From an optimization exercise on the open Yosys and OpenROAD flow, aimed at small area; shortcuts taken in it are not production practice.
Only simulation tests tie the RTL to the original design; equivalence was not proved.

==> design.v <==
package motion_overlay_pkg;
    localparam int coord_width = 10;
    typedef logic [coord_width-1:0] coord_t;
    typedef struct packed {
        coord_t x;
        coord_t y;
    } point_t;
    typedef struct packed {
        logic   de;
        coord_t x;
        coord_t y;
    } raster_t;
    typedef struct packed {
        logic   valid;
        point_t pos;
    } shot_mark_t;
    localparam int shot_mark_width = 1 + 2 * coord_width;
    typedef logic [15:0] rgb565_t;
    typedef struct packed {
        logic [3:0] r;
        logic [3:0] g;
        logic [3:0] b;
    } rgb444_t;
    localparam int fb_shift = 2;
    localparam int fb_addr_width = $clog2(160 * 120);
    typedef logic [fb_addr_width-1:0] fb_addr_t;
    localparam int ring_inner_sq = 256;
    localparam int ring_outer_sq = 400;
    localparam int cross_half_width = 2;
    localparam int shot_radius_sq = 144;
    localparam logic [3:0] motion_tint = 4'd3;
endpackage
`timescale 1ns/10ps
module rc_sub #(
    parameter int W = 8
) (
    input  logic [W-1:0] a,
    input  logic [W-1:0] b,
    output logic [W-1:0] d,
    output logic         nb
);
    logic [W:0] c;
    assign c[0] = 1'b1;
    for (genvar j = 0; j < W; j++) begin : g_bit
        assign d[j]   = a[j] ^ ~b[j] ^ c[j];
        assign c[j+1] = (a[j] & ~b[j]) | (a[j] & c[j]) | (~b[j] & c[j]);
    end
    assign nb = c[W];
endmodule
module rc_add #(
    parameter int W  = 8,
    parameter int WB = 8
) (
    input  logic [W-1:0]  a,
    input  logic [WB-1:0] b,
    input  logic          ci,
    output logic [W-1:0]  s
);
    logic [W:0] c;
    assign c[0] = ci;
    for (genvar j = 0; j < W; j++) begin : g_bit
        if (j < WB) begin : g_fa
            assign s[j]   = a[j] ^ b[j] ^ c[j];
            assign c[j+1] = (a[j] & b[j]) | (a[j] & c[j]) | (b[j] & c[j]);
        end else begin : g_ha
            assign s[j]   = a[j] ^ c[j];
            assign c[j+1] = a[j] & c[j];
        end
    end
endmodule
module centroid_tracker (
    input  logic       clk,
    input  logic       reset,
    input  logic       active,
    input  logic       frame_end,
    input  logic [9:0] px,
    input  logic [8:0] py,
    input  logic       motion_flag,
    output logic [9:0] cx,
    output logic [8:0] cy,
    output logic       motion_valid
);
    logic [18:0] count;
    logic [27:0] sum_x;
    logic [27:0] sum_y;
    logic        pend;
    logic        hit;
    logic [9:0]  add_x;
    logic [8:0]  add_y;
    logic [18:0] count_b;
    logic [27:0] sum_y_b;
    logic [18:0] count_n;
    logic [27:0] sum_x_n;
    logic [27:0] sum_y_n;
    logic [27:0] num;
    logic [9:0]  quo;
    assign hit   = active & motion_flag;
    assign add_x = px & {10{hit}};
    assign add_y = py & {9{hit}};
    assign count_b = count & {19{~pend}};
    assign sum_y_b = sum_y & {28{~pend}};
    rc_add #(.W(19), .WB(1)) u_add_n (.a(count_b), .b(1'b0), .ci(hit), .s(count_n));
    rc_add #(.W(28), .WB(10)) u_add_x (.a(sum_x), .b(add_x), .ci(1'b0), .s(sum_x_n));
    rc_add #(.W(28), .WB(9)) u_add_y (.a(sum_y_b), .b(add_y), .ci(1'b0), .s(sum_y_n));
    always_ff @(posedge clk or posedge reset) begin
        if (reset) begin
            sum_x <= '0;
            pend  <= 1'b1;
        end else begin
            sum_x <= sum_x_n & {28{~frame_end}};
            pend  <= frame_end;
        end
    end
    always_ff @(posedge clk) begin
        sum_y <= sum_y_n;
        count <= count_n;
    end
    assign num = pend ? sum_y : sum_x;
    centroid_div u_div (.num(num), .den(count), .quo(quo));
    logic [8:0] cy_q;
    always_ff @(posedge clk) begin
        if (frame_end) cx <= quo;
        if (pend) cy_q <= quo[8:0];
    end
    assign cy = pend ? quo[8:0] : cy_q;
    always_ff @(posedge clk or posedge reset) begin
        if (reset)
            motion_valid <= 1'b0;
        else if (frame_end)
            motion_valid <= |count_b;
    end
endmodule
module centroid_div (
    input  logic [27:0] num,
    input  logic [18:0] den,
    output logic [9:0]  quo
);
    logic [47:0] rem [11];
    assign rem[10] = 48'(num);
    for (genvar i = 9; i >= 0; i--) begin : g_stage
        logic [19:0] part;
        logic [19:0] diff;
        logic        ge;
        assign part = rem[i+1][i+19:i];
        rc_sub #(.W(20)) u_sub (.a(part), .b({1'b0, den}), .d(diff), .nb(ge));
        assign quo[i] = ge;
        always_comb begin
            rem[i] = rem[i+1];
            if (ge) rem[i][i+19:i] = diff;
        end
    end
endmodule
`timescale 1ns/10ps
module shot_recorder #(
    parameter int SHOT_DEPTH = 6
) (
    input  logic                    clk,
    input  logic                    reset,
    input  logic                    shot_btn,
    input  logic [9:0]              cx,
    input  logic [8:0]              cy,
    input  logic                    motion_valid,
    output logic [SHOT_DEPTH-1:0]   sv,
    output logic [SHOT_DEPTH*10-1:0] sx,
    output logic [SHOT_DEPTH*9-1:0]  sy
);
    logic btn_meta;
    logic btn_sync;
    logic record;
    always_ff @(posedge clk or posedge reset) begin
        if (reset) begin
            btn_meta <= 1'b0;
            btn_sync <= 1'b0;
        end else begin
            btn_meta <= shot_btn;
            btn_sync <= btn_meta;
        end
    end
    assign record = btn_meta & ~btn_sync & motion_valid;
    always_ff @(posedge clk or posedge reset) begin
        if (reset)
            sv <= '0;
        else if (record)
            sv <= {sv[SHOT_DEPTH-2:0], 1'b1};
    end
    always_ff @(posedge clk) begin
        if (record) begin
            sx <= {sx[(SHOT_DEPTH-1)*10-1:0], cx};
            sy <= {sy[(SHOT_DEPTH-1)*9-1:0], cy};
        end
    end
endmodule
`timescale 1ns/10ps
module overlay_mixer #(
    parameter int SHOT_DEPTH = 6
) (
    input  logic                     active,
    input  logic [9:0]               px,
    input  logic [9:0]               py,
    input  logic                     motion_flag,
    input  logic [15:0]              img_data,
    input  logic [9:0]               cx,
    input  logic [8:0]               cy,
    input  logic                     motion_valid,
    input  logic [SHOT_DEPTH-1:0]    sv,
    input  logic [SHOT_DEPTH*10-1:0] sx,
    input  logic [SHOT_DEPTH*9-1:0]  sy,
    output logic [14:0]              fb_addr,
    output logic [11:0]              rgb
);
    logic [9:0] px16, px32;
    logic [8:0] py16, py32;
    rc_add #(.W(6), .WB(1)) u_px16 (.a(px[9:4]), .b(1'b1), .ci(1'b0), .s(px16[9:4]));
    rc_add #(.W(5), .WB(1)) u_px32 (.a(px[9:5]), .b(1'b1), .ci(1'b0), .s(px32[9:5]));
    rc_add #(.W(5), .WB(1)) u_py16 (.a(py[8:4]), .b(1'b1), .ci(1'b0), .s(py16[8:4]));
    rc_add #(.W(4), .WB(1)) u_py32 (.a(py[8:5]), .b(1'b1), .ci(1'b0), .s(py32[8:5]));
    assign px16[3:0] = px[3:0];
    assign px32[4:0] = px[4:0];
    assign py16[3:0] = py[3:0];
    assign py32[4:0] = py[4:0];
    logic [9:0] fb_a, fb_hi;
    rc_add #(.W(10), .WB(9)) u_fb0 (.a({1'b0, py[8:2], 2'b00}), .b({2'b00, py[8:2]}), .ci(1'b0), .s(fb_a));
    rc_add #(.W(10), .WB(3)) u_fb1 (.a(fb_a), .b(px[9:7]), .ci(1'b0), .s(fb_hi));
    assign fb_addr = {fb_hi, px[6:2]} & {15{active}};
    logic [9:0] rtx;
    logic [8:0] rty;
    logic       on_reticle;
    rc_sub #(.W(10)) u_rx (.a(px32), .b(cx), .d(rtx), .nb());
    rc_sub #(.W(9))  u_ry (.a(py32), .b(cy), .d(rty), .nb());
    assign on_reticle = motion_valid && rtx[9:6] == 4'd0 && rty[8:6] == 3'd0 && reticle_fn(rtx[5:0], rty[5:0]);
    logic [SHOT_DEPTH-1:0] shot_hit;
    for (genvar i = 0; i < SHOT_DEPTH; i++) begin : g_shot
        logic [9:0] tx;
        logic [8:0] ty;
        rc_sub #(.W(10)) u_sx (.a(px16), .b(sx[i*10 +: 10]), .d(tx), .nb());
        rc_sub #(.W(9))  u_sy (.a(py16), .b(sy[i*9 +: 9]), .d(ty), .nb());
        assign shot_hit[i] = sv[i] && tx[9:5] == 5'd0 && ty[8:5] == 4'd0 && disc_fn(tx[4:0], ty[4:0]);
    end
    always_comb begin
        rgb = 12'h000;
        if (active) begin
            if (on_reticle)
                rgb = 12'hf00;
            else if (|shot_hit)
                rgb = 12'h000;
            else if (motion_flag)
                rgb = {img_data[15:12] + 4'd3, img_data[10:7], img_data[4:1]};
            else
                rgb = {img_data[15:12], img_data[10:7], img_data[4:1]};
        end
    end
    function automatic logic reticle_fn(input logic [5:0] tx, input logic [5:0] ty);
        logic [4095:0] t;
        t = 4096'h0000000000000000000000000000000000000000000000000000000000000000000000000000000000000000000000000000000000000000000000000000000000000000000000000000000000000000000000000000000000000001000000000000007ffc000000000001ffff000000000007ffffc0000000001ffffff0000000003fc7c7f8000000007f07c1fc00000000fc07c07e00000001f807c03f00000001f007c01f00000003e007c00f80000003c007c00780000007c007c007c00000078007c003c000000f8007c003e000000f0007c001e000000f0007c001e000000f0007c001e000000fffffffffe000000fffffffffe000001ffffffffff000000fffffffffe000000fffffffffe000000f0007c001e000000f0007c001e000000f0007c001e000000f8007c003e00000078007c003c0000007c007c007c0000003c007c00780000003e007c00f80000001f007c01f00000001f807c03f00000000fc07c07e000000007f07c1fc000000003fc7c7f8000000001ffffff00000000007ffffc00000000001ffff0000000000007ffc0000000000000100000000000000000000000000000000000000000000000000000000000000000000000000000000000000000000000000000000000000000000000000000000000000000000000000000000000000000000000000000000000000000000000000000000;
        reticle_fn = t[{tx, ty}];
    endfunction
    function automatic logic disc_fn(input logic [4:0] tx, input logic [4:0] ty);
        logic [1023:0] t;
        t = 1024'h00000000000000000000000000010000001ff000007ffc0000fffe0001ffff0003ffff8007ffffc007ffffc00fffffe00fffffe00fffffe00fffffe01ffffff00fffffe00fffffe00fffffe00fffffe007ffffc007ffffc003ffff8001ffff0000fffe00007ffc00001ff0000001000000000000000000000000000000000000;
        disc_fn = t[{tx, ty}];
    endfunction
endmodule
`timescale 1ns/10ps
module motion_overlay_top #(
    parameter int SHOT_DEPTH = 6
) (
    input  logic                         clk,
    input  logic                         reset,
    input  motion_overlay_pkg::raster_t  pixel,
    input  logic                         motion_flag,
    input  logic                         shot_btn,
    input  motion_overlay_pkg::rgb565_t  img_data,
    output motion_overlay_pkg::fb_addr_t fb_addr,
    output motion_overlay_pkg::rgb444_t  rgb
);
    logic                    active;
    logic                    frame_end;
    logic [9:0]              cx;
    logic [8:0]              cy;
    logic                    motion_valid;
    logic [SHOT_DEPTH-1:0]   sv;
    logic [SHOT_DEPTH*10-1:0] sx;
    logic [SHOT_DEPTH*9-1:0]  sy;
    assign active = pixel.de && !(pixel.x[9] && (pixel.x[8] || pixel.x[7])) &&
                    !pixel.y[9] && !(&pixel.y[8:5]);
    assign frame_end = (pixel.x == 10'd640) && (pixel.y == 10'd480);
    centroid_tracker u_tracker (
        .clk         (clk),
        .reset       (reset),
        .active      (active),
        .frame_end   (frame_end),
        .px          (pixel.x),
        .py          (pixel.y[8:0]),
        .motion_flag (motion_flag),
        .cx          (cx),
        .cy          (cy),
        .motion_valid(motion_valid)
    );
    shot_recorder #(.SHOT_DEPTH(SHOT_DEPTH)) u_shots (
        .clk         (clk),
        .reset       (reset),
        .shot_btn    (shot_btn),
        .cx          (cx),
        .cy          (cy),
        .motion_valid(motion_valid),
        .sv          (sv),
        .sx          (sx),
        .sy          (sy)
    );
    overlay_mixer #(.SHOT_DEPTH(SHOT_DEPTH)) u_mixer (
        .active      (active),
        .px          (pixel.x),
        .py          (pixel.y),
        .motion_flag (motion_flag),
        .img_data    (img_data),
        .cx          (cx),
        .cy          (cy),
        .motion_valid(motion_valid),
        .sv          (sv),
        .sx          (sx),
        .sy          (sy),
        .fb_addr     (fb_addr),
        .rgb         (rgb)
    );
endmodule
`timescale 1ns/10ps
module motion_overlay_chip (
    input  logic        clk,
    input  logic        reset,
    input  logic        pixel_de,
    input  logic [9:0]  pixel_x,
    input  logic [9:0]  pixel_y,
    input  logic        motion_flag,
    input  logic        shot_btn,
    input  logic [15:0] img_data,
    output logic [14:0] fb_addr,
    output logic [11:0] rgb
);
    motion_overlay_pkg::raster_t pixel;
    motion_overlay_pkg::rgb444_t rgb_s;
    assign pixel.de = pixel_de;
    assign pixel.x  = pixel_x;
    assign pixel.y  = pixel_y;
    assign rgb      = rgb_s;
    motion_overlay_top u_top (
        .clk        (clk),
        .reset      (reset),
        .pixel      (pixel),
        .motion_flag(motion_flag),
        .shot_btn   (shot_btn),
        .img_data   (img_data),
        .fb_addr    (fb_addr),
        .rgb        (rgb_s)
    );
endmodule
==> run.sh <==
#!/bin/bash
# synth_recipe.tcl (not shown) runs the flow's synth.tcl, then flattens the netlist and writes it again
# the make line also repeats each setting of config.mk as NAME=value (left out here)
make -C /OpenROAD-flow-scripts/flow DESIGN_CONFIG=/design/flow/config.mk WORK_HOME=/design/flow/orfs CLKGATE_MAP_FILE= SYNTH_SCRIPT=/design/flow/synth_recipe.tcl finish
==> config.mk <==
export PLATFORM = sky130hd
export DESIGN_NAME = motion_overlay_chip
export DESIGN_NICKNAME = motion_overlay_chip
export VERILOG_FILES = /design/flow/design.v
export SDC_FILE = /design/flow/constraint.sdc
export NUM_CORES = 4
export LEC_CHECK = 0
export CAP_MARGIN = 20
export CORE_MARGIN = 2
export CORE_UTILIZATION = 40
export SLEW_MARGIN = 20
==> constraint.sdc <==
create_clock -name core_clock -period 100.0 [get_ports {clk}]
set_input_delay 20.0000 -clock core_clock [delete_from_list [all_inputs] [get_ports {clk}]]
set_output_delay 20.0000 -clock core_clock [all_outputs]
set_load 0.01 [all_outputs]
==> run_summary.xml, run 1 <==
<?xml version="1.0" encoding="UTF-8"?>
<metrics>
  <group name="yosys">
    <metric name="synthesis.yosys.warnings" unit="">5</metric>
    <metric name="yosys.cell_count.top_type" unit="">sky130_fd_sc_hd__fa_1</metric>
    <metric name="synth.area.top_cells" unit="">sky130_fd_sc_hd__fa_1 (27%), sky130_fd_sc_hd__edfxtp_1 (17%), sky130_fd_sc_hd__ha_1 (6.0%), sky130_fd_sc_hd__dfxtp_1 (5.3%), sky130_fd_sc_hd__mux2_2 (4.9%)</metric>
    <metric name="synth_area" unit="sq um">21300</metric>
    <metric name="synth_simple_gate_area_share" unit="%">11.8</metric>
    <metric name="cell_taking_the_most_area_after_synthesis" unit="">sky130_fd_sc_hd__fa_1</metric>
    <metric name="synthCells" unit="">2026</metric>
    <metric name="synthAdderAreaFrac" unit="%">33.5</metric>
    <metric name="synth_sequential_area_ratio" unit="%">27.2</metric>
    <metric name="yosys-mux-area-fraction" unit="%">8.00</metric>
    <metric name="synth.top_cells.by_count" unit="">sky130_fd_sc_hd__fa_1 (290), sky130_fd_sc_hd__inv_1 (251), sky130_fd_sc_hd__nand2_1 (138), sky130_fd_sc_hd__nor2_1 (135), sky130_fd_sc_hd__edfxtp_1 (124)</metric>
    <metric name="synth.lib_cells_used.distinct" unit="">93</metric>
    <metric name="synth_top_flop_cell" unit="">sky130_fd_sc_hd__edfxtp_1</metric>
    <metric name="synthXorXnorAreaFrac" unit="%">1.60</metric>
    <metric name="net_count_after_synthesis" unit="">2459</metric>
    <metric name="synth_top_family_by_area" unit="">adder cells</metric>
    <metric name="ys_async_sr_fraction" unit="%">17.4</metric>
    <metric name="synth_largest_type_area_fraction" unit="%">27.2</metric>
    <metric name="synth-compound-area-share" unit="%">11.7</metric>
    <metric name="synth-edff-count" unit="">124</metric>
    <metric name="ys_ff_latch" unit="">218</metric>
    <metric name="post_synth.cell_area_avg" unit="sq um">10.5</metric>
  </group>
  <group name="route">
    <metric name="num_vias" unit="">15400</metric>
    <metric name="drt.antenna.violating_nets" unit="">0</metric>
    <metric name="wl" unit="um">53000</metric>
    <metric name="wl_per_cell" unit="um">18.5</metric>
    <metric name="initialDrtViolationCount" unit="">1009</metric>
    <metric name="drt_pre_antenna_iters" unit="">6</metric>
    <metric name="route.detailed.drc" unit="">0</metric>
    <metric name="vias_per_cell" unit="">5.37</metric>
  </group>
  <group name="critical_path">
    <metric name="critical_path.n_buffers_inverters" unit="">21</metric>
    <metric name="crit_path_start_kind" unit="">flip-flop</metric>
    <metric name="critPathRequiredTime" unit="ns">80.00</metric>
    <metric name="worstPathMaxFanout" unit="">9</metric>
    <metric name="critical_path.slowest_cell" unit="">sky130_fd_sc_hd__dfstp_4</metric>
    <metric name="path_class" unit="">flip-flop to output port</metric>
    <metric name="worstPathArrival" unit="ns">76.92</metric>
    <metric name="critical_path.endpoint_type" unit="">output port</metric>
    <metric name="cpPeakStageDelay" unit="ns">0.66</metric>
    <metric name="worst_path_dominant_cell_family" unit="">adder cells</metric>
    <metric name="cpMostUsedCell" unit="">sky130_fd_sc_hd__fa_2</metric>
  </group>
  <group name="die">
    <metric name="floorplan.core_area" unit="sq um">52700</metric>
    <metric name="ports" unit="">68</metric>
    <metric name="floorplan.die_area" unit="sq um">55200</metric>
    <metric name="die_width" unit="um">235</metric>
    <metric name="floorplan.initialDensity" unit="%">40.5</metric>
    <metric name="row_count" unit="">84</metric>
    <metric name="die_height" unit="um">235</metric>
  </group>
  <group name="global_routing">
    <metric name="wire_length_of_the_first_global_routing_pass" unit="um">87200</metric>
    <metric name="first_global_vias" unit="">16100</metric>
    <metric name="total_track_usage" unit="%">19.6</metric>
    <metric name="antenna_found_initial" unit="">0</metric>
    <metric name="globalRoute.totalOverflow" unit="">0</metric>
    <metric name="pin_count_of_the_biggest_net_entering_global_routing" unit="">86</metric>
  </group>
  <group name="timing">
    <metric name="report.final.slew_viol_count" unit="">0</metric>
    <metric name="report.final.hold_viol_count" unit="">0</metric>
    <metric name="hold_ws" unit="ns">0.389</metric>
    <metric name="worst_clock_skew" unit="ns">0.0133</metric>
    <metric name="timing.final.crit_period" unit="ns">96.92</metric>
    <metric name="timing.fmax" unit="GHz">0.0103</metric>
    <metric name="timing.slew.headroom" unit="%">36.0</metric>
    <metric name="setup_viol_count_final" unit="">0</metric>
    <metric name="final.period_utilization" unit="%">96.9</metric>
    <metric name="post-route-worst-setup-slack" unit="ns">3.08</metric>
    <metric name="worstMarginPinSlew" unit="ns">0.957</metric>
  </group>
  <group name="clock_tree">
    <metric name="cts-buffers-inserted" unit="">26</metric>
    <metric name="clock_edge_transition_at_the_registers_on_the_reported_setup_and_hold_paths" unit="ns">0.06</metric>
    <metric name="clock_tree.buffer_depth" unit="">3</metric>
    <metric name="clock_insertion_delay_worst_skew" unit="ns">0.55</metric>
    <metric name="cts_htree_levels" unit="">1</metric>
    <metric name="numClockSinks" unit="">218</metric>
    <metric name="tritoncts" unit="">yes</metric>
    <metric name="cts.root.buffer_cell" unit="">sky130_fd_sc_hd__clkbuf_16</metric>
  </group>
  <group name="layout">
    <metric name="postLayoutCellArea" unit="sq um">24700</metric>
    <metric name="drive_above_1_share" unit="%">19.1</metric>
    <metric name="area_growth_syn_to_layout" unit="%">15.7</metric>
    <metric name="antenna_cells" unit="">0</metric>
    <metric name="num-nets-final" unit="">2589</metric>
    <metric name="finalNonFillerCells" unit="">2864</metric>
  </group>
  <group name="placed_design">
    <metric name="preCtsSetupSlack" unit="ns">-2.58</metric>
    <metric name="detailed_place.area" unit="sq um">23400</metric>
    <metric name="half_perimeter_wire_length_after_detailed_placement" unit="um">41600</metric>
    <metric name="post-place-cells" unit="">2811</metric>
    <metric name="numPortBuffers" unit="">63</metric>
    <metric name="routabilityCongestion" unit="">0.915</metric>
  </group>
  <group name="run_status">
    <metric name="run_status" unit="">complete, no violations</metric>
  </group>
  <group name="run">
    <metric name="maxCapViolCount" unit="">0</metric>
  </group>
  <group name="min_path">
    <metric name="hold_class" unit="">flip-flop to flip-flop</metric>
  </group>
</metrics>
-- routing by layer --
layer  GRT usage, %  up-vias  share of wire, %
li1               -     7230                 -
met3           1.90       95               3.5
met4           5.62        0               3.0
met5              0        -                 0
met1           25.8     7678                44
met2           34.4      369                50
-- flip-flops by register name, summed over array words and instances, names as in the netlist --
name                          count
u_top.u_tracker.sum_x            28
u_top.u_tracker.pend              1
u_top.u_tracker.sum_y            28
u_top.u_tracker.cy_q              9
u_top.u_tracker.cx               10
u_top.u_shots.sy                 54
u_top.u_tracker.motion_valid      1
u_top.u_shots.sv                  6
u_top.u_shots.btn_meta            1
u_top.u_shots.sx                 60
u_top.u_shots.btn_sync            1
u_top.u_tracker.count            19
-- logic make-up (layout without fill, tap and decap cells) --
family,count (synthesis),in the layout
simple gates,503,503
fa+ha+maj,399,399
compound gates,368,368
buf+inv,343,493
flops,218,218
mux,156,156
xor+xnor,39,39
-- cell type report --
cell class | instances | area (sq um)
inverter | 257 | 977
sequential | 218 | 5800
clock inverter | 17 | 208
fill | 4825 | 28000
multi-input combinational | 1465 | 14600
clock buffer | 31 | 689
tap | 688 | 861
timing repair buffer | 188 | 1580
-- worst paths after layout --
path | from | slack, ns | cells past startpoint | endpoint
setup / recovery | u_top.u_tracker.pend | 3.08 | 236 | rgb[10]
max in group asynchronous | reset | 79.70 | 3 | u_top.u_tracker.sum_x[7]
hold reg to reg | u_top.u_shots.btn_meta | 0.39 | 0 | u_top.u_shots.btn_sync
min in group asynchronous | reset | 19.91 | 3 | u_top.u_tracker.sum_x[27]
hold / removal | u_top.u_shots.btn_meta | 0.39 | 0 | u_top.u_shots.btn_sync
setup reg to reg | u_top.u_tracker.pend | 28.41 | 214 | u_top.u_tracker.cx[0]
-- cells in the final DEF, fill, tap and decap left out, types with 20 or more instances in the layout --
master | Yosys | final
sky130_fd_sc_hd__fa_2 | 0 | 106
sky130_fd_sc_hd__nand2b_1 | 20 | 20
sky130_fd_sc_hd__nor2b_1 | 66 | 66
sky130_fd_sc_hd__edfxtp_1 | 124 | 124
sky130_fd_sc_hd__nor2_1 | 135 | 134
sky130_fd_sc_hd__xnor2_1 | 26 | 26
sky130_fd_sc_hd__buf_4 | 4 | 122
sky130_fd_sc_hd__a21oi_1 | 106 | 106
sky130_fd_sc_hd__nand2_1 | 138 | 138
sky130_fd_sc_hd__mux2i_1 | 60 | 56
sky130_fd_sc_hd__mux2_2 | 93 | 93
sky130_fd_sc_hd__dfrtp_1 | 37 | 37
sky130_fd_sc_hd__o21ai_0 | 78 | 77
sky130_fd_sc_hd__fa_1 | 290 | 184
sky130_fd_sc_hd__clkbuf_16 | 0 | 26
sky130_fd_sc_hd__clkdlybuf4s50_1 | 0 | 62
sky130_fd_sc_hd__and2_1 | 33 | 33
sky130_fd_sc_hd__ha_1 | 102 | 102
sky130_fd_sc_hd__inv_1 | 251 | 248
sky130_fd_sc_hd__dfxtp_1 | 56 | 56
-- worst reg2reg max path: cells and delay by family (launching register included) --
family	cells	cell delay [ns]
adder cells (fa/ha/maj)	163	62.82
multiplexers	8	2.24
flip-flops	1	0.66
buffers and inverters	15	1.41
AND/OR/NAND/NOR	6	0.53
AO/OA/AOI/OAI	22	3.64
-- metrics by stage --
| step | setup TNS, ns | util [%] |
|---|---|---|
| floorplan | 0 | - |
| global placement | -28.96 | 44.4 |
| detailed placement | -30.54 | 44.4 |
| CTS | 0 | 46.6 |
| global route | -0.0806 | 46.9 |
| finish | 0 | 46.9 |
-- repair_timing --
action / in CTS / in global routing
gates resized for setup: 75 / 54
hold buffers: 0 / 0
endpoints found under the setup margin: 12 / 12
pin swaps: 11 / 13
setup buffers: 4 / 1
==> run 2: changes to the inputs <==
--- a/design.v
+++ b/design.v
@@ -49,2 +49,19 @@
 endmodule
+module rc_addc #(
+    parameter int W = 8
+) (
+    input  logic [W-1:0] a,
+    input  logic [W-1:0] b,
+    input  logic         ci,
+    output logic [W-1:0] s,
+    output logic         co
+);
+    logic [W:0] c;
+    assign c[0] = ci;
+    for (genvar j = 0; j < W; j++) begin : g_bit
+        assign s[j]   = a[j] ^ b[j] ^ c[j];
+        assign c[j+1] = (a[j] & b[j]) | (a[j] & c[j]) | (b[j] & c[j]);
+    end
+    assign co = c[W];
+endmodule
 module rc_add #(
@@ -78,4 +95,4 @@
     input  logic       motion_flag,
-    output logic [9:0] cx,
-    output logic [8:0] cy,
+    output logic [9:0] ncx,    
+    output logic [8:0] ncy,
     output logic       motion_valid
@@ -83,44 +100,49 @@
     logic [18:0] count;
-    logic [27:0] sum_x;
-    logic [27:0] sum_y;
     logic        pend;
     logic        hit;
-    logic [9:0]  add_x;
-    logic [8:0]  add_y;
     logic [18:0] count_b;
-    logic [27:0] sum_y_b;
     logic [18:0] count_n;
-    logic [27:0] sum_x_n;
-    logic [27:0] sum_y_n;
-    logic [27:0] num;
-    logic [9:0]  quo;
-    assign hit   = active & motion_flag;
-    assign add_x = px & {10{hit}};
-    assign add_y = py & {9{hit}};
+    logic        qr;
+    logic        at1023;
+    logic [19:0] ax, ay;
+    logic [9:0]  qx;
+    logic [8:0]  qy;
+    assign hit     = active & motion_flag;
     assign count_b = count & {19{~pend}};
-    assign sum_y_b = sum_y & {28{~pend}};
     rc_add #(.W(19), .WB(1)) u_add_n (.a(count_b), .b(1'b0), .ci(hit), .s(count_n));
-    rc_add #(.W(28), .WB(10)) u_add_x (.a(sum_x), .b(add_x), .ci(1'b0), .s(sum_x_n));
-    rc_add #(.W(28), .WB(9)) u_add_y (.a(sum_y_b), .b(add_y), .ci(1'b0), .s(sum_y_n));
+    assign qr     = |count_b[18:10];
+    assign at1023 = &count_b[9:0] & ~qr;
     always_ff @(posedge clk or posedge reset) begin
-        if (reset) begin
-            sum_x <= '0;
-            pend  <= 1'b1;
-        end else begin
-            sum_x <= sum_x_n & {28{~frame_end}};
-            pend  <= frame_end;
-        end
+        if (reset)
+            pend <= 1'b1;
+        else
+            pend <= frame_end;
     end
     always_ff @(posedge clk) begin
-        sum_y <= sum_y_n;
         count <= count_n;
     end
-    assign num = pend ? sum_y : sum_x;
-    centroid_div u_div (.num(num), .den(count), .quo(quo));
-    logic [8:0] cy_q;
+    mean_axis #(.XW(10)) u_mx (
+        .clk(clk), .pend(pend), .hit(hit), .x(px & {10{hit}}),
+        .count_n(count_n), .qr(qr), .conv(hit & at1023), .a(ax), .q(qx)
+    );
+    mean_axis #(.XW(9)) u_my (
+        .clk(clk), .pend(pend), .hit(hit), .x(py & {9{hit}}),
+        .count_n(count_n), .qr(qr), .conv(hit & at1023), .a(ay), .q(qy)
+    );
+    logic        qr_f;
+    logic [19:0] num;
+    logic [9:0]  quo;
+    logic [9:0]  cx_f;
+    logic [8:0]  cy_f;
+    assign qr_f = |count[18:10];
+    assign num  = pend ? ay : ax;
+    small_div u_div (.num(num), .den(count[9:0]), .quo(quo));
+    assign cx_f = qr_f ? qx : quo;
+    assign cy_f = qr_f ? qy : quo[8:0];
+    logic [8:0] ncy_q;
     always_ff @(posedge clk) begin
-        if (frame_end) cx <= quo;
-        if (pend) cy_q <= quo[8:0];
+        if (frame_end) ncx <= ~cx_f;
+        if (pend) ncy_q <= ~cy_f;
     end
-    assign cy = pend ? quo[8:0] : cy_q;
+    assign ncy = pend ? ~cy_f : ncy_q;
     always_ff @(posedge clk or posedge reset) begin
@@ -132,15 +154,54 @@
 endmodule
-module centroid_div (
-    input  logic [27:0] num,
-    input  logic [18:0] den,
+module mean_axis #(
+    parameter int XW = 10
+) (
+    input  logic          clk,
+    input  logic          pend,
+    input  logic          hit,
+    input  logic [XW-1:0] x,         
+    input  logic [18:0]   count_n,   
+    input  logic          qr,        
+    input  logic          conv,      
+    output logic [19:0]   a,
+    output logic [XW-1:0] q
+);
+    logic [19:0]   a_b;
+    logic [XW-1:0] q_b;
+    logic [XW:0]   d;
+    logic [19:0]   t;
+    logic [19:0]   u;
+    logic          sgn;
+    logic          dec, inc;
+    logic [XW-1:0] q_pm;
+    logic [19:0]   a_n;
+    logic [XW-1:0] q_n;
+    assign a_b = a & {20{~pend}};
+    assign q_b = q & {XW{~pend}};
+    rc_addc #(.W(XW+1)) u_d (.a({1'b0, x}), .b(~{1'b0, q_b & {XW{hit}}}), .ci(1'b1), .s(d), .co());
+    rc_addc #(.W(20)) u_t (.a(a_b), .b({{(19-XW){d[XW]}}, d}), .ci(1'b0), .s(t), .co());
+    assign sgn = t[19];
+    rc_addc #(.W(20)) u_u (.a(t), .b({1'b0, count_n} ^ {20{~sgn}}), .ci(~sgn), .s(u), .co());
+    assign dec = qr & sgn;
+    assign inc = qr & ~sgn & ~u[19];
+    rc_addc #(.W(XW)) u_q (.a(q_b), .b({XW{dec}}), .ci(inc), .s(q_pm), .co());
+    assign a_n = conv ? {10'd0, t[9:0]} : ((dec | inc) ? u : t);
+    assign q_n = q_pm | (t[XW+9:10] & {XW{conv}});
+    always_ff @(posedge clk) begin
+        a <= a_n;
+        q <= q_n;
+    end
+endmodule
+module small_div (
+    input  logic [19:0] num,
+    input  logic [9:0]  den,
     output logic [9:0]  quo
 );
-    logic [47:0] rem [11];
-    assign rem[10] = 48'(num);
+    logic [19:0] rem [11];
+    assign rem[10] = num;
     for (genvar i = 9; i >= 0; i--) begin : g_stage
-        logic [19:0] part;
-        logic [19:0] diff;
+        logic [10:0] part;
+        logic [10:0] diff;
         logic        ge;
-        assign part = rem[i+1][i+19:i];
-        rc_sub #(.W(20)) u_sub (.a(part), .b({1'b0, den}), .d(diff), .nb(ge));
+        assign part = rem[i+1][i+10:i];
+        rc_addc #(.W(11)) u_sub (.a(part), .b(~{1'b0, den}), .ci(1'b1), .s(diff), .co(ge));
         assign quo[i] = ge;
@@ -148,3 +209,3 @@
             rem[i] = rem[i+1];
-            if (ge) rem[i][i+19:i] = diff;
+            if (ge) rem[i][i+10:i] = diff;
         end
@@ -159,4 +220,4 @@
     input  logic                    shot_btn,
-    input  logic [9:0]              cx,
-    input  logic [8:0]              cy,
+    input  logic [9:0]              ncx,
+    input  logic [8:0]              ncy,
     input  logic                    motion_valid,
@@ -187,4 +248,4 @@
         if (record) begin
-            sx <= {sx[(SHOT_DEPTH-1)*10-1:0], cx};
-            sy <= {sy[(SHOT_DEPTH-1)*9-1:0], cy};
+            sx <= {sx[(SHOT_DEPTH-1)*10-1:0], ncx};
+            sy <= {sy[(SHOT_DEPTH-1)*9-1:0], ncy};
         end
@@ -201,7 +262,7 @@
     input  logic [15:0]              img_data,
-    input  logic [9:0]               cx,
-    input  logic [8:0]               cy,
+    input  logic [9:0]               ncx,    
+    input  logic [8:0]               ncy,
     input  logic                     motion_valid,
     input  logic [SHOT_DEPTH-1:0]    sv,
-    input  logic [SHOT_DEPTH*10-1:0] sx,
+    input  logic [SHOT_DEPTH*10-1:0] sx,     
     input  logic [SHOT_DEPTH*9-1:0]  sy,
@@ -227,4 +288,4 @@
     logic       on_reticle;
-    rc_sub #(.W(10)) u_rx (.a(px32), .b(cx), .d(rtx), .nb());
-    rc_sub #(.W(9))  u_ry (.a(py32), .b(cy), .d(rty), .nb());
+    rc_addc #(.W(10)) u_rx (.a(px32), .b(ncx), .ci(1'b1), .s(rtx), .co());
+    rc_addc #(.W(9))  u_ry (.a(py32), .b(ncy), .ci(1'b1), .s(rty), .co());
     assign on_reticle = motion_valid && rtx[9:6] == 4'd0 && rty[8:6] == 3'd0 && reticle_fn(rtx[5:0], rty[5:0]);
@@ -234,4 +295,4 @@
         logic [8:0] ty;
-        rc_sub #(.W(10)) u_sx (.a(px16), .b(sx[i*10 +: 10]), .d(tx), .nb());
-        rc_sub #(.W(9))  u_sy (.a(py16), .b(sy[i*9 +: 9]), .d(ty), .nb());
+        rc_addc #(.W(10)) u_sx (.a(px16), .b(sx[i*10 +: 10]), .ci(1'b1), .s(tx), .co());
+        rc_addc #(.W(9))  u_sy (.a(py16), .b(sy[i*9 +: 9]), .ci(1'b1), .s(ty), .co());
         assign shot_hit[i] = sv[i] && tx[9:5] == 5'd0 && ty[8:5] == 4'd0 && disc_fn(tx[4:0], ty[4:0]);
@@ -277,4 +338,4 @@
     logic                    frame_end;
-    logic [9:0]              cx;
-    logic [8:0]              cy;
+    logic [9:0]              ncx;
+    logic [8:0]              ncy;
     logic                    motion_valid;
@@ -294,4 +355,4 @@
         .motion_flag (motion_flag),
-        .cx          (cx),
-        .cy          (cy),
+        .ncx         (ncx),
+        .ncy         (ncy),
         .motion_valid(motion_valid)
@@ -302,4 +363,4 @@
         .shot_btn    (shot_btn),
-        .cx          (cx),
-        .cy          (cy),
+        .ncx         (ncx),
+        .ncy         (ncy),
         .motion_valid(motion_valid),
@@ -315,4 +376,4 @@
         .img_data    (img_data),
-        .cx          (cx),
-        .cy          (cy),
+        .ncx         (ncx),
+        .ncy         (ncy),
         .motion_valid(motion_valid),
--- a/config.mk
+++ b/config.mk
@@ -7,5 +7,7 @@
 export LEC_CHECK = 0
-export CAP_MARGIN = 20
+export ABC_AREA = 1
+export CAP_MARGIN = 0
 export CORE_MARGIN = 2
 export CORE_UTILIZATION = 40
-export SLEW_MARGIN = 20
+export CTS_BUF_LIST = sky130_fd_sc_hd__clkbuf_4
+export SLEW_MARGIN = 0
==> run_summary.xml, run 2 <==
<?xml version="1.0" encoding="UTF-8"?>
<metrics>
  <group name="run_status">
    <metric name="run_status" unit="">complete, no violations</metric>
  </group>
  <group name="timing">
    <metric name="fin_tns_setup" unit="ns">0</metric>
    <metric name="final.period_utilization" unit="%">67.0</metric>
    <metric name="report.final.slew_viol_count" unit="">0</metric>
    <metric name="rsz0062_at_grt" unit="">no</metric>
    <metric name="timing.final.crit_period" unit="ns">67.00</metric>
    <metric name="timing.fmax" unit="GHz">0.0149</metric>
    <metric name="worst_clock_skew" unit="ns">0.0347</metric>
    <metric name="setup_viol_count_final" unit="">0</metric>
    <metric name="report.final.hold_viol_count" unit="">0</metric>
    <metric name="worstMarginPinSlew" unit="ns">1.03</metric>
    <metric name="timing.slew.headroom" unit="%">30.8</metric>
  </group>
  <group name="yosys">
    <metric name="synth_top_flop_cell" unit="">sky130_fd_sc_hd__edfxtp_1</metric>
    <metric name="net_count_after_synthesis" unit="">2768</metric>
    <metric name="synthCells" unit="">2360</metric>
    <metric name="synth-edff-count" unit="">124</metric>
    <metric name="synth.area.top_cells" unit="">sky130_fd_sc_hd__fa_1 (28%), sky130_fd_sc_hd__edfxtp_1 (18%), sky130_fd_sc_hd__inv_1 (8.7%), sky130_fd_sc_hd__dfxtp_1 (8.3%), sky130_fd_sc_hd__nand2_1 (7.5%)</metric>
    <metric name="synth_simple_gate_area_share" unit="%">16.8</metric>
    <metric name="synth_largest_type_area_fraction" unit="%">28.3</metric>
    <metric name="synth_sequential_area_ratio" unit="%">27.2</metric>
    <metric name="synthAdderAreaFrac" unit="%">32.4</metric>
    <metric name="synth.top_cells.by_count" unit="">sky130_fd_sc_hd__inv_1 (489), sky130_fd_sc_hd__nand2_1 (423), sky130_fd_sc_hd__fa_1 (298), sky130_fd_sc_hd__nor2_1 (200), sky130_fd_sc_hd__edfxtp_1 (124)</metric>
    <metric name="synth_top_family_by_area" unit="">adder cells</metric>
    <metric name="synth-compound-area-share" unit="%">9.58</metric>
    <metric name="ys_ff_latch" unit="">221</metric>
    <metric name="yosys-mux-area-fraction" unit="%">0.802</metric>
    <metric name="synthXorXnorAreaFrac" unit="%">3.12</metric>
    <metric name="synth.lib_cells_used.distinct" unit="">60</metric>
    <metric name="cell_taking_the_most_area_after_synthesis" unit="">sky130_fd_sc_hd__fa_1</metric>
    <metric name="yosys.cell_count.top_type" unit="">sky130_fd_sc_hd__inv_1</metric>
    <metric name="synthesis.yosys.warnings" unit="">7</metric>
    <metric name="ys_async_sr_fraction" unit="%">4.52</metric>
    <metric name="synth_area" unit="sq um">21100</metric>
    <metric name="post_synth.cell_area_avg" unit="sq um">8.92</metric>
  </group>
  <group name="die">
    <metric name="row_count" unit="">84</metric>
    <metric name="floorplan.core_area" unit="sq um">52300</metric>
    <metric name="die_width" unit="um">233</metric>
    <metric name="ports" unit="">68</metric>
    <metric name="die_height" unit="um">233</metric>
    <metric name="floorplan.die_area" unit="sq um">54500</metric>
    <metric name="floorplan.initialDensity" unit="%">40.2</metric>
  </group>
  <group name="min_path">
    <metric name="hold_class" unit="">flip-flop to flip-flop</metric>
    <metric name="min-delay-start" unit="">u_top.u_shots.btn_meta</metric>
  </group>
  <group name="critical_path">
    <metric name="critical_path.slowest_cell" unit="">sky130_fd_sc_hd__fa_1</metric>
    <metric name="critical_path.endpoint_type" unit="">output port</metric>
    <metric name="cp-startpoint" unit="">u_top.u_tracker.pend</metric>
    <metric name="critical_path.n_buffers_inverters" unit="">33</metric>
    <metric name="cpPeakStageDelay" unit="ns">0.86</metric>
    <metric name="cpMostUsedCell" unit="">sky130_fd_sc_hd__fa_1</metric>
    <metric name="critPathRequiredTime" unit="ns">80.00</metric>
    <metric name="regToRegStartpoint" unit="">u_top.u_tracker.pend</metric>
    <metric name="worstPathMaxFanout" unit="">47</metric>
    <metric name="path_class" unit="">flip-flop to output port</metric>
    <metric name="crit_path_start_kind" unit="">flip-flop</metric>
    <metric name="worstPathArrival" unit="ns">47.00</metric>
    <metric name="worst_path_dominant_cell_family" unit="">adder cells</metric>
  </group>
  <group name="placed_design">
    <metric name="half_perimeter_wire_length_after_detailed_placement" unit="um">42300</metric>
    <metric name="detailed_place.area" unit="sq um">22400</metric>
    <metric name="routabilityCongestion" unit="">0.870</metric>
    <metric name="numPortBuffers" unit="">63</metric>
    <metric name="post-place-cells" unit="">3079</metric>
  </group>
  <group name="layout">
    <metric name="num-nets-final" unit="">2862</metric>
    <metric name="seqCellArea" unit="sq um">5720</metric>
    <metric name="fillerInstances" unit="">5178</metric>
    <metric name="reg.largest.list" unit="">u_top.u_shots.sx: 60 flops, u_top.u_shots.sy: 54 flops</metric>
    <metric name="number_of_flip_flops_in_the_largest_register" unit="">60</metric>
    <metric name="area_growth_syn_to_layout" unit="%">10.0</metric>
    <metric name="drive_above_1_share" unit="%">7.12</metric>
    <metric name="final_common_cell" unit="">sky130_fd_sc_hd__inv_1</metric>
    <metric name="finish.utilization" unit="%">44.3</metric>
    <metric name="finalNonFillerCells" unit="">3190</metric>
    <metric name="final_cell_mix" unit="">sky130_fd_sc_hd__inv_1 (489), sky130_fd_sc_hd__nand2_1 (423), sky130_fd_sc_hd__fa_1 (298)</metric>
    <metric name="max_flop_register" unit="">u_top.u_shots.sx</metric>
    <metric name="postLayoutCellArea" unit="sq um">23200</metric>
    <metric name="multi_input_area" unit="sq um">13200</metric>
  </group>
  <group name="route">
    <metric name="initialDrtViolationCount" unit="">737</metric>
    <metric name="wl" unit="um">53500</metric>
    <metric name="num_vias" unit="">16000</metric>
    <metric name="drt.antenna.violating_nets" unit="">0</metric>
    <metric name="drt_pre_antenna_iters" unit="">5</metric>
    <metric name="vias_per_cell" unit="">5.01</metric>
    <metric name="route.detailed.drc" unit="">0</metric>
    <metric name="wl_per_cell" unit="um">16.8</metric>
  </group>
  <group name="global_routing">
    <metric name="wire_length_of_the_first_global_routing_pass" unit="um">87600</metric>
    <metric name="total_track_usage" unit="%">20.5</metric>
    <metric name="globalRoute.totalOverflow" unit="">0</metric>
    <metric name="antenna_found_initial" unit="">1</metric>
    <metric name="first_global_vias" unit="">16700</metric>
    <metric name="pin_count_of_the_biggest_net_entering_global_routing" unit="">75</metric>
  </group>
  <group name="clock_tree">
    <metric name="clock_edge_transition_at_the_registers_on_the_reported_setup_and_hold_paths" unit="ns">0.07</metric>
    <metric name="cts_resized" unit="">0</metric>
    <metric name="clock_tree.buffer_depth" unit="">3</metric>
    <metric name="post_cts.repair.setup_buffers" unit="">0</metric>
    <metric name="cts_hold_repair.buffers" unit="">0</metric>
    <metric name="cts.root.buffer_cell" unit="">sky130_fd_sc_hd__clkbuf_4</metric>
    <metric name="cts-buffers-inserted" unit="">61</metric>
    <metric name="numClockSinks" unit="">221</metric>
    <metric name="clock_insertion_delay_worst_skew" unit="ns">0.72</metric>
    <metric name="tritoncts" unit="">yes</metric>
    <metric name="cts_htree_levels" unit="">2</metric>
  </group>
  <group name="run">
    <metric name="maxCapViolCount" unit="">0</metric>
  </group>
</metrics>
## run 2: final timing paths
kind | slack (ns) | cells past startpoint | to
setup reg to reg | 59.10 | 149 | u_top.u_shots.sy[0]
min in group asynchronous | 19.61 | 2 | u_top.u_shots.btn_sync
hold reg to reg | 0.38 | 0 | u_top.u_shots.btn_sync
hold / removal | 0.38 | 0 | u_top.u_shots.btn_sync
max in group asynchronous | 79.99 | 2 | u_top.u_shots.sv[2]
setup / recovery | 33.00 | 172 | rgb[1]
## run 2: area by class of cell
cell class / count / share of cell area [%]
inverter: 495 / 8.03
timing repair buffer: 83 / 3.37
sequential: 221 / 24.7
clock inverter: 32 / 0.556
multi-input combinational: 1592 / 57.1
clock buffer: 78 / 2.53
tap: 688 / 3.72
antenna: 1 / 0.0108
## run 2: kinds of logic after synthesis
logic type / after synthesis
muxes: 15
and+or+nand+nor: 804
adders and majority gates: 367
buffers and inverters: 547
AOI/OAI and AO/OA: 331
xor gates and xnor gates: 75
DFF: 221
## run 2: stage by stage
| step | hold WS, ns | setup slack, ns |
|---|---|---|
| 6_report | 0.381 | 33.00 |
| 5_1_grt | 0.405 | 30.32 |
| 4_1_cts | 0.387 | 32.52 |
| 3_5_place_dp | 0.371 | 33.39 |
| 3_3_place_gp | 0.367 | 33.99 |
| 2_1_floorplan | 0.354 | 37.67 |
## run 2: routing by layer
metal,vias to the layer above,global-route usage [%],part of all wire (%)
met5,-,0,0
met4,0,6.11,2.6
met3,92,3.05,4.2
met2,369,37.2,52
met1,7831,25.1,41
li1,7702,-,-
==> run 3: changes to the inputs <==
--- a/config.mk
+++ b/config.mk
@@ -7,4 +7,3 @@
 export LEC_CHECK = 0
-export ABC_AREA = 1
-export CAP_MARGIN = 0
+export CAP_MARGIN = 20
 export CORE_MARGIN = 2
@@ -12,2 +11,2 @@
 export CTS_BUF_LIST = sky130_fd_sc_hd__clkbuf_4
-export SLEW_MARGIN = 0
+export SLEW_MARGIN = 20
==> run_summary.xml, run 3 <==
<?xml version="1.0" encoding="UTF-8"?>
<metrics>
  <group name="min_path">
    <metric name="hold_class" unit="">flip-flop to flip-flop</metric>
  </group>
  <group name="clock_tree">
    <metric name="clock_insertion_delay_worst_skew" unit="ns">0.74</metric>
    <metric name="cts.root.buffer_cell" unit="">sky130_fd_sc_hd__clkbuf_4</metric>
    <metric name="tritoncts" unit="">yes</metric>
    <metric name="numClockSinks" unit="">221</metric>
    <metric name="clock_tree.buffer_depth" unit="">3</metric>
    <metric name="clock_edge_transition_at_the_registers_on_the_reported_setup_and_hold_paths" unit="ns">0.07</metric>
    <metric name="cts_resized" unit="">0</metric>
    <metric name="cts-buffers-inserted" unit="">61</metric>
    <metric name="post_cts.repair.setup_buffers" unit="">0</metric>
    <metric name="cts_htree_levels" unit="">2</metric>
    <metric name="cts_hold_repair.buffers" unit="">0</metric>
  </group>
  <group name="route">
    <metric name="num_vias" unit="">15700</metric>
    <metric name="drt.antenna.violating_nets" unit="">0</metric>
    <metric name="drt_pre_antenna_iters" unit="">5</metric>
    <metric name="wl" unit="um">54700</metric>
    <metric name="vias_per_cell" unit="">5.41</metric>
    <metric name="route.detailed.drc" unit="">0</metric>
    <metric name="wl_per_cell" unit="um">18.8</metric>
    <metric name="initialDrtViolationCount" unit="">1080</metric>
  </group>
  <group name="placed_design">
    <metric name="half_perimeter_wire_length_after_detailed_placement" unit="um">43300</metric>
    <metric name="routabilityCongestion" unit="">0.876</metric>
    <metric name="preCtsSetupSlack" unit="ns">28.83</metric>
    <metric name="numPortBuffers" unit="">63</metric>
  </group>
  <group name="yosys">
    <metric name="synth_largest_type_area_fraction" unit="%">28.1</metric>
    <metric name="synth-compound-area-share" unit="%">12.9</metric>
    <metric name="synth.area.top_cells" unit="">sky130_fd_sc_hd__fa_1 (28%), sky130_fd_sc_hd__edfxtp_1 (18%), sky130_fd_sc_hd__dfxtp_1 (8.2%), sky130_fd_sc_hd__inv_1 (4.5%), sky130_fd_sc_hd__ha_1 (4.1%)</metric>
    <metric name="synth.top_cells.by_count" unit="">sky130_fd_sc_hd__fa_1 (298), sky130_fd_sc_hd__inv_1 (257), sky130_fd_sc_hd__nand2_1 (199), sky130_fd_sc_hd__nor2_1 (149), sky130_fd_sc_hd__edfxtp_1 (124)</metric>
    <metric name="post_synth.cell_area_avg" unit="sq um">10.0</metric>
    <metric name="ys_async_sr_fraction" unit="%">4.52</metric>
    <metric name="synth_sequential_area_ratio" unit="%">26.9</metric>
    <metric name="synth_area" unit="sq um">21200</metric>
    <metric name="synthAdderAreaFrac" unit="%">32.4</metric>
    <metric name="synth_top_flop_cell" unit="">sky130_fd_sc_hd__edfxtp_1</metric>
    <metric name="synth_simple_gate_area_share" unit="%">13.7</metric>
    <metric name="synth_top_family_by_area" unit="">adder cells</metric>
    <metric name="cell_taking_the_most_area_after_synthesis" unit="">sky130_fd_sc_hd__fa_1</metric>
    <metric name="synthXorXnorAreaFrac" unit="%">3.54</metric>
    <metric name="synth-edff-count" unit="">124</metric>
    <metric name="yosys-mux-area-fraction" unit="%">4.07</metric>
    <metric name="yosys.cell_count.top_type" unit="">sky130_fd_sc_hd__fa_1</metric>
    <metric name="synthesis.yosys.warnings" unit="">7</metric>
    <metric name="net_count_after_synthesis" unit="">2531</metric>
    <metric name="synthCells" unit="">2123</metric>
    <metric name="synth.lib_cells_used.distinct" unit="">94</metric>
    <metric name="ys_ff_latch" unit="">221</metric>
  </group>
  <group name="critical_path">
    <metric name="cpMostUsedCell" unit="">sky130_fd_sc_hd__fa_1</metric>
    <metric name="critical_path.slowest_cell" unit="">sky130_fd_sc_hd__dfstp_4</metric>
    <metric name="critical_path.endpoint_type" unit="">output port</metric>
    <metric name="worstPathArrival" unit="ns">51.92</metric>
    <metric name="critPathRequiredTime" unit="ns">80.00</metric>
    <metric name="path_class" unit="">flip-flop to output port</metric>
    <metric name="crit_path_start_kind" unit="">flip-flop</metric>
    <metric name="worstPathMaxFanout" unit="">70</metric>
    <metric name="cpPeakStageDelay" unit="ns">1.04</metric>
  </group>
  <group name="die">
    <metric name="die_width" unit="um">234</metric>
    <metric name="ports" unit="">68</metric>
    <metric name="floorplan.die_area" unit="sq um">55000</metric>
    <metric name="row_count" unit="">84</metric>
    <metric name="floorplan.initialDensity" unit="%">40.4</metric>
    <metric name="die_height" unit="um">234</metric>
    <metric name="floorplan.core_area" unit="sq um">52600</metric>
  </group>
  <group name="layout">
    <metric name="finish.utilization" unit="%">44.4</metric>
    <metric name="reg.largest.list" unit="">u_top.u_shots.sx: 60 flops, u_top.u_shots.sy: 54 flops</metric>
    <metric name="final_common_cell" unit="">sky130_fd_sc_hd__fa_1</metric>
    <metric name="final_cell_mix" unit="">sky130_fd_sc_hd__fa_1 (298), sky130_fd_sc_hd__inv_1 (256), sky130_fd_sc_hd__nand2_1 (199)</metric>
    <metric name="max_flop_register" unit="">u_top.u_shots.sx</metric>
    <metric name="area_growth_syn_to_layout" unit="%">9.69</metric>
    <metric name="num-nets-final" unit="">2575</metric>
    <metric name="fillerInstances" unit="">5031</metric>
    <metric name="drive_above_1_share" unit="%">9.15</metric>
    <metric name="number_of_flip_flops_in_the_largest_register" unit="">60</metric>
  </group>
  <group name="timing">
    <metric name="timing.slew.headroom" unit="%">35.3</metric>
    <metric name="report.final.slew_viol_count" unit="">0</metric>
    <metric name="fin_tns_setup" unit="ns">0</metric>
    <metric name="worstMarginPinSlew" unit="ns">0.959</metric>
    <metric name="worst_clock_skew" unit="ns">0.0624</metric>
    <metric name="timing.fmax" unit="GHz">0.0139</metric>
    <metric name="timing.final.crit_period" unit="ns">71.92</metric>
    <metric name="report.final.hold_viol_count" unit="">0</metric>
    <metric name="rsz0062_at_grt" unit="">no</metric>
    <metric name="final.period_utilization" unit="%">71.9</metric>
    <metric name="hold_ws" unit="ns">0.380</metric>
    <metric name="setup_viol_count_final" unit="">0</metric>
    <metric name="post-route-worst-setup-slack" unit="ns">28.08</metric>
  </group>
  <group name="global_routing">
    <metric name="wire_length_of_the_first_global_routing_pass" unit="um">88100</metric>
    <metric name="antenna_found_initial" unit="">1</metric>
    <metric name="first_global_vias" unit="">16300</metric>
    <metric name="pin_count_of_the_biggest_net_entering_global_routing" unit="">71</metric>
    <metric name="total_track_usage" unit="%">20.6</metric>
    <metric name="globalRoute.totalOverflow" unit="">0</metric>
  </group>
  <group name="run_status">
    <metric name="run_status" unit="">complete, no violations</metric>
  </group>
  <group name="run">
    <metric name="maxCapViolCount" unit="">0</metric>
  </group>
</metrics>
==> run 3: cell types whose count changed after synthesis, moves of 50 or more <==
cell | before | now
sky130_fd_sc_hd__nor2_1 | 200 | 149
sky130_fd_sc_hd__inv_1 | 489 | 257
sky130_fd_sc_hd__nand2_1 | 423 | 199
sky130_fd_sc_hd__nor2b_1 | 0 | 63
sky130_fd_sc_hd__xnor2_1 | 20 | 76
sky130_fd_sc_hd__nand3_1 | 79 | 29
==> run 3: worst paths after layout <==
path                                   startpoint                           end  slack, ns  depth (start not counted)
max                          u_top.u_tracker.pend                        rgb[1]      28.08                        151
min                        u_top.u_shots.btn_meta        u_top.u_shots.btn_sync       0.38                          0
max reg2reg                  u_top.u_tracker.pend           u_top.u_shots.sy[0]      54.17                        132
min reg2reg                u_top.u_shots.btn_meta        u_top.u_shots.btn_sync       0.38                          0
max in group asynchronous                   reset          u_top.u_tracker.pend      80.11                          2
min in group asynchronous                   reset  u_top.u_tracker.motion_valid      19.55                          2
==> run 3: logic make-up after synthesis <==
logic type	after synthesis
compound gates	406
xor+xnor	86
fa+ha+maj	373
buf+inv	356
flops	221
mux	77
simple gates	604
==> run 3: worst max-delay path: cells and delay by family, from the launching register on <==
family	cells	cell delay [ns]
fa+ha+maj	87	35.28
simple gates	19	4.55
compound gates	18	4.30
mux	9	3.38
buf+inv	18	2.45
flops	1	1.04
==> run 3: metrics by stage <==
stage / instance area (sq um) / std cells
final: 23300 / 2908
after detailed placement: 22500 / 2792
after global routing: 23300 / 2908
after CTS: 23300 / 2907
after global placement: 22500 / 2792
after floorplan: 21200 / 2123
==> run 3: per-layer routing <==
layer / share of wire, % / global-route usage (%) / vias to the layer above / routed length [um]
li1: - / - / 7310 / -
met1: 41 / 26.2 / 7853 / 22600
met2: 50 / 35.7 / 460 / 27100
met3: 5.3 / 3.03 / 96 / 2910
met4: 3.7 / 7.41 / 0 / 2020
met5: 0 / 0 / - / 0
==> run 3: final cells by class <==
| class | instances | area (sq um) | area share (%) |
|---|---|---|---|
| antenna | 1 | 2.50 | 0.0107 |
| clock buffer | 99 | 743 | 3.19 |
| clock inverter | 16 | 71.3 | 0.306 |
| inverter | 259 | 975 | 4.18 |
| multi-input combinational | 1546 | 14200 | 60.9 |
| sequential | 221 | 5720 | 24.5 |
| tap | 688 | 861 | 3.69 |
| timing repair buffer | 78 | 743 | 3.19 |
==> run 4: changes to the inputs <==
--- a/config.mk
+++ b/config.mk
@@ -10,3 +10,2 @@
 export CORE_UTILIZATION = 40
-export CTS_BUF_LIST = sky130_fd_sc_hd__clkbuf_4
 export SLEW_MARGIN = 20
==> run_summary.xml, run 4 <==
<?xml version="1.0" encoding="UTF-8"?>
<metrics>
  <group name="critical_path">
    <metric name="timing.reg2reg.setup_slack" unit="ns">54.21</metric>
    <metric name="worst-r2r-cell-count" unit="">132</metric>
    <metric name="cpMostUsedCell" unit="">sky130_fd_sc_hd__fa_1</metric>
    <metric name="crit_path_start_kind" unit="">flip-flop</metric>
    <metric name="worstPathMaxFanout" unit="">70</metric>
    <metric name="path_class" unit="">flip-flop to output port</metric>
    <metric name="critPathRequiredTime" unit="ns">80.00</metric>
    <metric name="critical_path.slowest_cell" unit="">sky130_fd_sc_hd__dfstp_4</metric>
    <metric name="worstPathArrival" unit="ns">51.68</metric>
    <metric name="critical_path.endpoint_type" unit="">output port</metric>
    <metric name="cpPeakStageDelay" unit="ns">1.01</metric>
  </group>
  <group name="yosys">
    <metric name="synth_sequential_area_ratio" unit="%">26.9</metric>
    <metric name="synth.top_cells.by_count" unit="">sky130_fd_sc_hd__fa_1 (298), sky130_fd_sc_hd__inv_1 (257), sky130_fd_sc_hd__nand2_1 (199), sky130_fd_sc_hd__nor2_1 (149), sky130_fd_sc_hd__edfxtp_1 (124)</metric>
    <metric name="net_count_after_synthesis" unit="">2531</metric>
    <metric name="synth_top_flop_cell" unit="">sky130_fd_sc_hd__edfxtp_1</metric>
    <metric name="synthesis.yosys.warnings" unit="">7</metric>
    <metric name="cell_taking_the_most_area_after_synthesis" unit="">sky130_fd_sc_hd__fa_1</metric>
    <metric name="synth.lib_cells_used.distinct" unit="">94</metric>
    <metric name="ys_async_sr_fraction" unit="%">4.52</metric>
    <metric name="synth.area.top_cells" unit="">sky130_fd_sc_hd__fa_1 (28%), sky130_fd_sc_hd__edfxtp_1 (18%), sky130_fd_sc_hd__dfxtp_1 (8.2%), sky130_fd_sc_hd__inv_1 (4.5%), sky130_fd_sc_hd__ha_1 (4.1%)</metric>
    <metric name="yosys.cell_count.top_type" unit="">sky130_fd_sc_hd__fa_1</metric>
    <metric name="synth_largest_type_area_fraction" unit="%">28.1</metric>
    <metric name="ys_ff_latch" unit="">221</metric>
    <metric name="post_synth.cell_area_avg" unit="sq um">10.0</metric>
    <metric name="synth-edff-count" unit="">124</metric>
    <metric name="synth_area" unit="sq um">21200</metric>
    <metric name="synthCells" unit="">2123</metric>
  </group>
  <group name="route">
    <metric name="vias_per_cell" unit="">5.42</metric>
    <metric name="drt_pre_antenna_iters" unit="">6</metric>
    <metric name="num_vias" unit="">15400</metric>
    <metric name="initialDrtViolationCount" unit="">1072</metric>
    <metric name="wl_per_cell" unit="um">19.2</metric>
    <metric name="met2WireLength" unit="um">26700</metric>
    <metric name="met3_length" unit="um">2320</metric>
    <metric name="routed_met1_length" unit="um">23100</metric>
    <metric name="route.detailed.drc" unit="">0</metric>
    <metric name="drt.antenna.violating_nets" unit="">0</metric>
    <metric name="topRoutingLayerUsed" unit="">met4</metric>
    <metric name="wl" unit="um">54400</metric>
  </group>
  <group name="placed_design">
    <metric name="detailed_place.area" unit="sq um">22500</metric>
    <metric name="routabilityCongestion" unit="">0.876</metric>
    <metric name="preCtsSetupSlack" unit="ns">28.83</metric>
    <metric name="half_perimeter_wire_length_after_detailed_placement" unit="um">43300</metric>
    <metric name="numPortBuffers" unit="">63</metric>
  </group>
  <group name="timing">
    <metric name="timing.fmax" unit="GHz">0.0140</metric>
    <metric name="rsz0062_at_grt" unit="">no</metric>
    <metric name="final.period_utilization" unit="%">71.7</metric>
    <metric name="worst_clock_skew" unit="ns">0.0200</metric>
    <metric name="timing.slew.headroom" unit="%">35.5</metric>
    <metric name="worstMarginPinSlew" unit="ns">0.960</metric>
    <metric name="fin_tns_setup" unit="ns">0</metric>
    <metric name="report.final.slew_viol_count" unit="">0</metric>
    <metric name="timing.final.crit_period" unit="ns">71.68</metric>
    <metric name="report.final.hold_viol_count" unit="">0</metric>
    <metric name="post-route-worst-setup-slack" unit="ns">28.32</metric>
    <metric name="setup_viol_count_final" unit="">0</metric>
  </group>
  <group name="min_path">
    <metric name="whs_path_depth" unit="">0</metric>
    <metric name="hold_class" unit="">flip-flop to flip-flop</metric>
  </group>
  <group name="die">
    <metric name="floorplan.core_area" unit="sq um">52600</metric>
    <metric name="ports" unit="">68</metric>
    <metric name="floorplan.initialDensity" unit="%">40.4</metric>
    <metric name="floorplan.die_area" unit="sq um">55000</metric>
    <metric name="die_height" unit="um">234</metric>
    <metric name="die_width" unit="um">234</metric>
    <metric name="row_count" unit="">84</metric>
  </group>
  <group name="layout">
    <metric name="fillerInstances" unit="">4987</metric>
    <metric name="drive_above_1_share" unit="%">6.37</metric>
    <metric name="number_of_flip_flops_in_the_largest_register" unit="">60</metric>
    <metric name="finish.utilization" unit="%">44.3</metric>
    <metric name="antenna_cells" unit="">0</metric>
    <metric name="postLayoutCellArea" unit="sq um">23300</metric>
    <metric name="max_flop_register" unit="">u_top.u_shots.sx</metric>
    <metric name="final_common_cell" unit="">sky130_fd_sc_hd__fa_1</metric>
    <metric name="num-nets-final" unit="">2539</metric>
    <metric name="reg.largest.list" unit="">u_top.u_shots.sx: 60 flops, u_top.u_shots.sy: 54 flops</metric>
    <metric name="final_cell_mix" unit="">sky130_fd_sc_hd__fa_1 (298), sky130_fd_sc_hd__inv_1 (256), sky130_fd_sc_hd__nand2_1 (199)</metric>
    <metric name="area_growth_syn_to_layout" unit="%">9.60</metric>
  </group>
  <group name="global_routing">
    <metric name="total_track_usage" unit="%">20.5</metric>
    <metric name="antenna_found_initial" unit="">0</metric>
    <metric name="first_global_vias" unit="">15900</metric>
    <metric name="wire_length_of_the_first_global_routing_pass" unit="um">87700</metric>
    <metric name="pin_count_of_the_biggest_net_entering_global_routing" unit="">71</metric>
    <metric name="globalRoute.totalOverflow" unit="">0</metric>
  </group>
  <group name="clock_tree">
    <metric name="tritoncts" unit="">yes</metric>
    <metric name="cts_resized" unit="">0</metric>
    <metric name="cts_hold_repair.buffers" unit="">0</metric>
    <metric name="clock_insertion_delay_worst_skew" unit="ns">0.56</metric>
    <metric name="clock_tree.buffer_depth" unit="">3</metric>
    <metric name="numClockSinks" unit="">221</metric>
    <metric name="clock_edge_transition_at_the_registers_on_the_reported_setup_and_hold_paths" unit="ns">0.06</metric>
    <metric name="cts.root.buffer_cell" unit="">sky130_fd_sc_hd__clkbuf_16</metric>
    <metric name="post_cts.repair.setup_buffers" unit="">0</metric>
    <metric name="cts_htree_levels" unit="">1</metric>
    <metric name="cts-buffers-inserted" unit="">25</metric>
  </group>
  <group name="run">
    <metric name="maxCapViolCount" unit="">0</metric>
  </group>
  <group name="run_status">
    <metric name="run_status" unit="">complete, no violations</metric>
  </group>
</metrics>
-- run 4: cell type report --
cell class / instances / area [sq um] / share of cell area [%]
multi-input cells: 1546 / 14200 / 60.9
flip-flops and latches: 221 / 5720 / 24.6
inverters: 259 / 975 / 4.19
well taps: 688 / 861 / 3.70
clock buffers: 41 / 757 / 3.25
repair buffers: 78 / 743 / 3.19
clock inverters: 5 / 41.3 / 0.177
-- run 4: worst max-delay path: cells and delay by family (launching register included) --
| family | cells | cell delay, ns |
|---|---|---|
| muxes | 9 | 3.38 |
| adders and majority gates | 87 | 35.30 |
| buffers and inverters | 18 | 2.43 |
| and+or+nand+nor | 19 | 4.54 |
| AOI/OAI and AO/OA | 18 | 4.24 |
| DFF | 1 | 1.01 |
-- run 4: worst paths after layout --
| kind | start | to |
|---|---|---|
| setup / recovery | u_top.u_tracker.pend | rgb[1] |
| hold / removal | u_top.u_shots.btn_meta | u_top.u_shots.btn_sync |
| setup reg to reg | u_top.u_tracker.pend | u_top.u_shots.sy[0] |
| hold reg to reg | u_top.u_shots.btn_meta | u_top.u_shots.btn_sync |
| max in group asynchronous | reset | u_top.u_tracker.pend |
| min in group asynchronous | reset | u_top.u_shots.btn_meta |
-- run 4: through the flow --
step | cells | hold WS (ns)
after floorplan | 2123 | 0.354
after global placement | 2792 | 0.360
after detailed placement | 2792 | 0.372
after CTS | 2838 | 0.386
after global routing | 2838 | 0.391
final | 2838 | 0.383
-- run 4: routing by layer --
| layer | global-route usage, % | up-vias |
|---|---|---|
| met1 | 26.4 | 7733 |
| met3 | 2.69 | 90 |
| met5 | 0 | - |
| met4 | 7.15 | 0 |
| li1 | - | 7176 |
| met2 | 35.4 | 384 |
-- run 4: cells by family after synthesis --
kind of cell | synth area share, %
compound gates | 12.9
xor+xnor | 3.54
fa+ha+maj | 32.4
buf+inv | 6.48
flops | 26.9
mux | 4.07
simple gates | 13.7

==> afterwards: timing with drivers on the ports <==
In the flow no input, the clock included, has a driving cell. The finished layouts below were timed again as built, in two steps. Step 1: set_driving_cell puts a clkbuf_16 on clk and a buf_2 on each other input, an assumption about the parent block. Step 2 times the ports against the registers' clock, not the clock port: input delays grow and output delays shrink by t, the midpoint of the rising clock arrivals with the driver on. a / b / c = ideal / step 1 / step 2; a / b = the first two.
run | shift t [ns] | setup WS [ns] | hold slack, ns | worst slew at a driven data input, ns | cell pins on the clock port's net
run 1 | 0.595 | 3.084 / 3.033 / 3.628 | 0.389 / 0.389 / 0.389 | 0.05 | 1
run 2 | 0.760 | 32.997 / 32.951 / 33.711 | 0.381 / 0.381 / 0.381 | 0.05 | 1
run 3 | 0.766 | 28.079 / 28.030 / 28.796 | 0.380 / 0.380 / 0.380 | 0.05 | 1
run 4 | 0.602 | 28.317 / 28.263 / 28.865 | 0.383 / 0.383 / 0.383 | 0.04 | 1
After both steps setup and hold are still met in every run listed.
